This design comes from an exercise in tuning for small area on the open sky130 flow, not from production work. In this exercise RTL edits were held to simulation tests only and were not proved equivalent to the original.

## cordic_nco_rotator
module cordic_nco_rotator
#(
   parameter int IN_W    = 16,
   parameter int OUT_W   = 22,
   parameter int PHASE_W = 32,
   parameter int STAGES  = 16
) (
   input  logic                      clk,
   input  logic                      rst_n,
   input  logic                      in_valid,
   input  logic                      mode,
   input  logic signed [IN_W-1:0]    xin,
   input  logic signed [IN_W-1:0]    yin,
   input  logic        [PHASE_W-1:0] phase_step,
   input  logic                      phase_load,
   input  logic        [PHASE_W-1:0] phase_init,
   output logic                      out_valid,
   output logic                      out_mode,
   output logic signed [OUT_W-1:0]   xout,
   output logic signed [OUT_W-1:0]   yout,
   output logic        [PHASE_W-1:0] phase_out
);
For scale: roughly 7,100 cells after synthesis, about 1,200 flip-flops, ~70,000 µm² of cells after synthesis.
clock: 4.6 ns
lec_check: 0
cap_margin: 20
core_margin: 2
core_utilization: 60
cts_buf_list: sky130_fd_sc_hd__clkbuf_16
cts_cluster_diameter: 90
cts_cluster_size: 30
slew_margin: 20
run.sh (not shown) runs the stock make flow with config.mk's settings and CLKGATE_MAP_FILE= SYNTH_SCRIPT=/design/flow/synth_recipe.tcl, a recipe that flattens the netlist after the stock synthesis.
The baseline produced a clean layout.
==> next run, changes <==
--- a/flow/config.mk
+++ b/flow/config.mk
@@ -10,5 +10,5 @@
 export CORE_UTILIZATION = 60
-export CTS_BUF_LIST = sky130_fd_sc_hd__clkbuf_16
-export CTS_CLUSTER_DIAMETER = 90
-export CTS_CLUSTER_SIZE = 30
+export CTS_BUF_LIST = sky130_fd_sc_hd__clkbuf_8 sky130_fd_sc_hd__clkbuf_16
+export CTS_CLUSTER_DIAMETER = 100
+export CTS_CLUSTER_SIZE = 20
 export SLEW_MARGIN = 20
Final area is about the same.
Setup slack stays flat.
Synthesized cell count is unchanged.
Non-clock buffer count does not change.

== JK ==
Starting RTL as in the previous note.
Settings: LEC_CHECK=0, CAP_MARGIN=20, CORE_MARGIN=2, CORE_UTILIZATION=60, CTS_BUF_LIST=sky130_fd_sc_hd__clkbuf_4, SLEW_MARGIN=20; clock period 4.6 ns.
The inputs of MS differ from those of JK as listed below.
diff --git a/flow/config.mk b/flow/config.mk
--- a/flow/config.mk
+++ b/flow/config.mk
@@ -10,3 +10,5 @@
 export CORE_UTILIZATION = 60
-export CTS_BUF_LIST = sky130_fd_sc_hd__clkbuf_4
+export CTS_BUF_LIST = sky130_fd_sc_hd__clkbuf_16
+export CTS_CLUSTER_DIAMETER = 80
+export CTS_CLUSTER_SIZE = 24
 export SLEW_MARGIN = 20
## What came out
Cmp MS and JK / global-route usage / lower: MS. Relative to JK, via count of the first global-routing pass has decreased by 5.6% in MS. Going from JK to MS, the largest buffer count on any clock path was found to have gone down by 1.
Relative to MS, the following input files were edited for AL:
diff --git a/flow/config.mk b/flow/config.mk
--- a/flow/config.mk
+++ b/flow/config.mk
@@ -9,6 +9,3 @@
 export CORE_MARGIN = 2
-export CORE_UTILIZATION = 60
-export CTS_BUF_LIST = sky130_fd_sc_hd__clkbuf_16
-export CTS_CLUSTER_DIAMETER = 80
-export CTS_CLUSTER_SIZE = 24
+export CORE_UTILIZATION = 40
 export SLEW_MARGIN = 20
==> comparison <==
- Result for AL and MS: all clean
- g_stage[4].u_stage.mode_o$_DFF_P_ as the timing startpoint of the critical path was reported by AL, and y0_q[4]$_DFF_P_ by MS.
- [AL vs MS] cell total after placement: higher in AL
- Taking MS as the reference, in AL setup slack picked up an extra 0.070 ns; vertical die dimension picked up an extra about 22%; minimum setup slack after placement picked up an extra 0.047 ns; count of plain and timing-repair buffers in the layout lost 23.

sierra:
The RTL this note starts from:
==> flow/design.v <==
package cordic_pkg;
   typedef enum logic {ROTATE = 1'b0, VECTOR = 1'b1} mode_e;
   localparam logic [15:0] CORDIC_GAIN = 16'hD2C9;
   localparam logic [31:0] QTR32  = 32'h4000_0000;
   localparam logic [31:0] HALF32 = 32'h8000_0000;
   localparam logic [31:0] TQTR32 = 32'hC000_0000;
   localparam logic [32*32-1:0] ATAN_TAB = {
      32'h0000_0000,   
      32'h0000_0001,   
      32'h0000_0001,   
      32'h0000_0003,   
      32'h0000_0005,   
      32'h0000_000A,   
      32'h0000_0014,   
      32'h0000_0029,   
      32'h0000_0051,   
      32'h0000_00A3,   
      32'h0000_0146,   
      32'h0000_028C,   
      32'h0000_0518,   
      32'h0000_0A30,   
      32'h0000_145F,   
      32'h0000_28BE,   
      32'h0000_517D,   
      32'h0000_A2FA,   
      32'h0001_45F3,   
      32'h0002_8BE6,   
      32'h0005_17CC,   
      32'h000A_2F98,   
      32'h0014_5F2F,   
      32'h0028_BE53,   
      32'h0051_7C55,   
      32'h00A2_F61E,   
      32'h0145_D7E1,   
      32'h028B_0D43,   
      32'h0511_11D4,   
      32'h09FB_385B,   
      32'h12E4_051E,   
      32'h2000_0000   
   };
endpackage
module cordic_addc
#(
   parameter int W = 18
) (
   input  logic [W-1:0] a,
   input  logic [W-1:0] b,
   input  logic         ci,
   output logic [W-1:0] s,
   output logic         co,
   output logic [W-1:0] c      
);
   localparam int N = W + 1;
   localparam int L = (N > 32) ? 6 : (N > 16) ? 5 : (N > 8) ? 4 : (N > 4) ? 3 : 2;
   logic [W-1:0]      hp;
   logic [L:0][N-1:0] g, p;
   assign hp   = a ^ b;
   assign g[0] = {a & b, ci};
   assign p[0] = {hp, 1'b0};
   for (genvar l = 0; l < L; l++) begin : g_lvl
      for (genvar i = 0; i < N; i++) begin : g_bit
         if (((i >> l) & 1) == 1) begin : g_op
            localparam int J = ((i >> l) << l) - 1;
            assign g[l+1][i] = g[l][i] | (p[l][i] & g[l][J]);
            assign p[l+1][i] = p[l][i] & p[l][J];
         end else begin : g_pass
            assign g[l+1][i] = g[l][i];
            assign p[l+1][i] = p[l][i];
         end
      end
   end
   assign c  = g[L][W-1:0];
   assign s  = hp ^ c;
   assign co = g[L][W];
endmodule
module cordic_addx
#(
   parameter int W  = 18,
   parameter int LO = 9
) (
   input  logic [W-1:0]  a,
   input  logic [LO-1:0] b,
   input  logic          bs,
   input  logic          ci,
   output logic [W-1:0]  s
);
   logic          c;
   logic [W-LO-1:0] ah, all1, all0;
   cordic_addc #(.W(LO)) u_lo (.a(a[LO-1:0]), .b(b), .ci(ci), .s(s[LO-1:0]), .co(c), .c());
   assign ah = a[W-1:LO];
   localparam int H  = W - LO;
   localparam int HL = (H > 16) ? 5 : (H > 8) ? 4 : (H > 4) ? 3 : (H > 2) ? 2 : 1;
   logic [HL:0][H-1:0] t1, t0;
   if (H > 1) begin : g_init
      assign t1[0] = {ah[H-2:0], 1'b1};
      assign t0[0] = {~ah[H-2:0], 1'b1};
   end else begin : g_init1
      assign t1[0] = 1'b1;
      assign t0[0] = 1'b1;
   end
   for (genvar l = 0; l < HL; l++) begin : g_lvl
      for (genvar j = 0; j < H; j++) begin : g_bit
         if (((j >> l) & 1) == 1) begin : g_op
            localparam int J = ((j >> l) << l) - 1;
            assign t1[l+1][j] = t1[l][j] & t1[l][J];
            assign t0[l+1][j] = t0[l][j] & t0[l][J];
         end else begin : g_pass
            assign t1[l+1][j] = t1[l][j];
            assign t0[l+1][j] = t0[l][j];
         end
      end
   end
   assign all1 = t1[HL];
   assign all0 = t0[HL];
   assign s[W-1:LO] = ah ^ (c ? (all1 & {(W-LO){!bs}}) : (all0 & {(W-LO){bs}}));
endmodule
module cordic_stage
#(
   parameter int W     = 18,
   parameter int PW    = 32,
   parameter int SHIFT = 1
) (
   input  logic                clk,
   input  logic                mode_i,
   input  logic signed [W-1:0] x_i,
   input  logic signed [W-1:0] y_i,
   input  logic [PW-1:0]       z_i,
   output logic                mode_o,
   output logic signed [W-1:0] x_o,
   output logic signed [W-1:0] y_o,
   output logic [PW-1:0]       z_o
);
   localparam logic [PW-1:0] ATAN = PW'(cordic_pkg::ATAN_TAB[32*SHIFT +: 32] >> (32 - PW));
   localparam int XLO = W - SHIFT;
   logic          cw;
   logic [W-1:0]  x_d, y_d;
   logic [PW-1:0] z_d;
   assign cw = mode_i ? !y_i[W-1] : z_i[PW-1];
   cordic_addx #(.W(W), .LO(XLO)) u_ax (
      .a(x_i), .b(y_i[W-1:SHIFT] ^ {XLO{!cw}}), .bs(y_i[W-1] ^ !cw), .ci(!cw), .s(x_d));
   cordic_addx #(.W(W), .LO(XLO)) u_ay (
      .a(y_i), .b(x_i[W-1:SHIFT] ^ {XLO{cw}}),  .bs(x_i[W-1] ^ cw),  .ci(cw),  .s(y_d));
   logic [PW-1:0] cp, cm;
   cordic_addc #(.W(PW)) u_zp (.a(z_i), .b(ATAN),  .ci(1'b0), .s(), .co(), .c(cp));
   cordic_addc #(.W(PW)) u_zm (.a(z_i), .b(~ATAN), .ci(1'b1), .s(), .co(), .c(cm));
   assign z_d = z_i ^ ATAN ^ (cw ? cp : ~cm);
   always_ff @(posedge clk) begin
      mode_o <= mode_i;
      x_o    <= x_d;
      y_o    <= y_d;
      z_o    <= z_d;
   end
endmodule
module cordic_nco_rotator
#(
   parameter int IN_W    = 16,
   parameter int OUT_W   = 22,
   parameter int PHASE_W = 32,
   parameter int STAGES  = 16
) (
   input  logic                      clk,
   input  logic                      rst_n,
   input  logic                      in_valid,
   input  logic                      mode,
   input  logic signed [IN_W-1:0]    xin,
   input  logic signed [IN_W-1:0]    yin,
   input  logic        [PHASE_W-1:0] phase_step,
   input  logic                      phase_load,
   input  logic        [PHASE_W-1:0] phase_init,
   output logic                      out_valid,
   output logic                      out_mode,
   output logic signed [OUT_W-1:0]   xout,
   output logic signed [OUT_W-1:0]   yout,
   output logic        [PHASE_W-1:0] phase_out
);
   localparam int W = IN_W + 2;
   logic [PHASE_W-1:0] acc_q, acc_d, p;
   assign p     = phase_load ? phase_init : acc_q;
   assign acc_d = p + (phase_step & {PHASE_W{in_valid}});
   always_ff @(posedge clk or negedge rst_n) begin
      if (!rst_n) acc_q <= '0;
      else        acc_q <= acc_d;
   end
   logic [STAGES:0] vld_q;
   always_ff @(posedge clk or negedge rst_n) begin
      if (!rst_n) vld_q <= '0;
      else        vld_q <= {vld_q[STAGES-1:0], in_valid};
   end
   logic                   m0_q;
   logic signed [IN_W-1:0] x0_q, y0_q;
   logic [PHASE_W-1:0]     p0_q;
   always_ff @(posedge clk) begin
      m0_q <= mode;
      x0_q <= xin;
      y0_q <= yin;
      p0_q <= p;
   end
   logic signed [W-1:0] xe, ye, s_sum, d_sum, u, v, x1, y1;
   logic                nx, yz, d0;
   logic [1:0]          q;
   logic [PHASE_W-1:0]  z1;
   assign xe = {{(W-IN_W){x0_q[IN_W-1]}}, x0_q};
   assign ye = {{(W-IN_W){y0_q[IN_W-1]}}, y0_q};
   assign nx = x0_q[IN_W-1];
   assign yz = (y0_q == '0);
   assign d0 = nx ? (y0_q[IN_W-1] | yz) : !y0_q[IN_W-1];
   assign q  = m0_q ? {nx ^ d0, d0} : p0_q[PHASE_W-1 -: 2];
   cordic_addc #(.W(W)) u_s (.a(xe), .b(ye),  .ci(1'b0), .s(s_sum), .co(), .c());
   cordic_addc #(.W(W)) u_d (.a(xe), .b(~ye), .ci(1'b1), .s(d_sum), .co(), .c());
   assign u = q[0] ? s_sum : d_sum;
   assign v = q[0] ? d_sum : s_sum;
   cordic_addc #(.W(W)) u_nx (.a(u ^ {W{q[1] ^ q[0]}}), .b({W{1'b0}}), .ci(q[1] ^ q[0]), .s(x1), .co(), .c());
   cordic_addc #(.W(W)) u_ny (.a(v ^ {W{q[1]}}),        .b({W{1'b0}}), .ci(q[1]),      .s(y1), .co(), .c());
   always_comb begin
      if (m0_q) begin
         case (q)
            2'b00:   z1 = 32'hE000_0000;
            2'b11:   z1 = 32'h2000_0000;
            2'b01:   z1 = 32'hA000_0000;
            default: z1 = 32'h6000_0000;
         endcase
      end else begin
         z1 = {{3{!p0_q[29]}}, p0_q[28:0]};
      end
   end
   logic [STAGES-1:0]             m_c;
   logic [STAGES-1:0][W-1:0]      x_c, y_c;
   logic [STAGES-1:0][PHASE_W-1:0] z_c;
   always_ff @(posedge clk) begin
      m_c[0] <= m0_q;
      x_c[0] <= x1;
      y_c[0] <= y1;
      z_c[0] <= z1;
   end
   for (genvar i = 1; i < STAGES; i++) begin : g_stage
      cordic_stage #(
         .W     (W),
         .PW    (PHASE_W),
         .SHIFT (i)
      ) u_stage (
         .clk    (clk),
         .mode_i (m_c[i-1]),
         .x_i    (x_c[i-1]),
         .y_i    (y_c[i-1]),
         .z_i    (z_c[i-1]),
         .mode_o (m_c[i]),
         .x_o    (x_c[i]),
         .y_o    (y_c[i]),
         .z_o    (z_c[i])
      );
   end
   assign out_valid = vld_q[STAGES];
   assign out_mode  = m_c[STAGES-1];
   assign xout      = {{(OUT_W-W){x_c[STAGES-1][W-1]}}, x_c[STAGES-1]};
   assign yout      = {{(OUT_W-W){y_c[STAGES-1][W-1]}}, y_c[STAGES-1]};
   assign phase_out = z_c[STAGES-1];
endmodule
clock: 4.6 ns
lec_check: 0
cap_margin: 20
core_margin: 2
core_utilization: 70
cts_buf_list: sky130_fd_sc_hd__clkbuf_8
cts_cluster_diameter: 70
cts_cluster_size: 16
place_density: 0.75
slew_margin: 20
standard.sh (not shown) runs the stock make flow with config.mk's settings and CLKGATE_MAP_FILE= SYNTH_SCRIPT=/design/flow/synth_recipe.tcl, a recipe that flattens the netlist after the stock synthesis.
==> flow/flow/run.sh <==
#!/bin/bash
set -e
export CTS_ARGS="-sink_clustering_enable -repair_clock_nets -buf_list {sky130_fd_sc_hd__clkbuf_8} -sink_clustering_size 16 -sink_clustering_max_diameter 70 -dont_use_dummy_load"
export BUFFER_PORTS_ARGS="-buffer_cell sky130_fd_sc_hd__buf_1"
cp standard.sh standard_sh.log
bash standard.sh finish > standard.log 2>&1
Having completed the whole flow, sierra delivered a layout that passed the timing, design-rule and antenna checks.
Relative to sierra, the following input files were edited for quartz:
- CORE_UTILIZATION changed from 70 to 80
- PLACE_DENSITY changed from 0.75 to 0.85
[summary]
Critical path endpoint = g_stage[10].u_stage.y_o[17]: sierra; critical path endpoint = y_c[16]: quartz. Changes observed in quartz relative to sierra: number of buffers created by CTS down 2.
For harbor, these inputs were changed with respect to quartz:
- CORE_UTILIZATION: 80 -> 60
- PLACE_DENSITY: 0.85 -> unset
[summary]
harbor vs. quartz: met2 wirelength from detailed routing saw a decrease, final non-filler cell area saw an increase, final wirelength saw a decrease. harbor does better than quartz on fmax. Area overhead of the layout relative to synthesis (lower): quartz. For quartz, the type of the worst min-delay path was in2reg, unlike harbor, where it was in2async. Taking quartz as the reference, in harbor sequential cell area in the final layout level; first-iteration DRC count decreased 20%; number of distinct library cells after synthesis closely matched the old numbers; total routed wire length on the met1 layer has increased. The master of the slowest instance on the critical path comes out or3_1 in one run and or3b_1 in the other, namely in harbor and quartz respectively.
Here is what was changed in the inputs of juniper compared with harbor.
- PLACE_DENSITY now 0.75, previously not set
- GPL_TIMING_DRIVEN now 0, previously not set
- CORE_UTILIZATION now 70, was 60
==> run notes <==
juniper against harbor: total standard cell area after synthesis now sits at about the same level, routed wire length now sits higher, per-cell via count in the routed design now sits higher, setup skew after layout now sits lower. Per the comparison of juniper with harbor, total setup buffers inserted after CTS grew by 5; slew at the pin closest to its max-slew limit went up; minimum clock period now sits higher. The launch point of the critical path comes out g_stage[9].u_stage.mode_o in one run and z_c[31] in the other, namely in harbor and juniper respectively. Area occupied by registers: juniper vs harbor — no meaningful difference. juniper: done, clean on timing, DRC and antenna. Final worst slack: juniper worse than harbor.

afterwards: timing with drivers on the ports:
No port has a modelled driver above. Below, the same layouts with a new extraction and two added sets of constraints. Step 1 assumes that a clkbuf_16 drives the clock port and a buf_2 every other input. Step 2 times the ports against the registers' clock, not the clock port: input delays grow and output delays shrink by t, the midpoint of the rising clock arrivals with the driver on. a / b / c = no drivers / after step 1 / after step 2; a / b = the first two.
| run | shift t [ns] | setup WS [ns] | worst setup path at the end | cell pins on the clock port's net |
|---|---|---|---|---|
| the first run of note 1 | 0.772 | 0.301 / 0.301 / -0.163 | input to register | 1 |
| the second run of note 1 | 0.738 | 0.298 / 0.298 / -0.160 | input to register | 1 |
| JK | 1.299 | 0.288 / 0.288 / -0.185 | input to register | 1 |
| MS | 0.743 | 0.309 / 0.309 / -0.166 | input to register | 1 |
| AL | 0.833 | 0.379 / 0.379 / -0.152 | input to register | 1 |
| sierra | 0.793 | 0.320 / 0.320 / 0.121 | input to register | 1 |
| quartz | 0.770 | 0.206 / 0.206 / 0.057 | input to register | 1 |
| harbor | 0.809 | 0.274 / 0.274 / 0.148 | input to register | 1 |
| juniper | 0.805 | 0.126 / 0.126 / -0.552 | input to register | 1 |
With both steps, setup timing fails in 6 of these runs, where it was met with ideal ports. The setup slack of juniper, which loses most, moves by 0.000 ns with the drivers and by -0.678 ns with both steps.
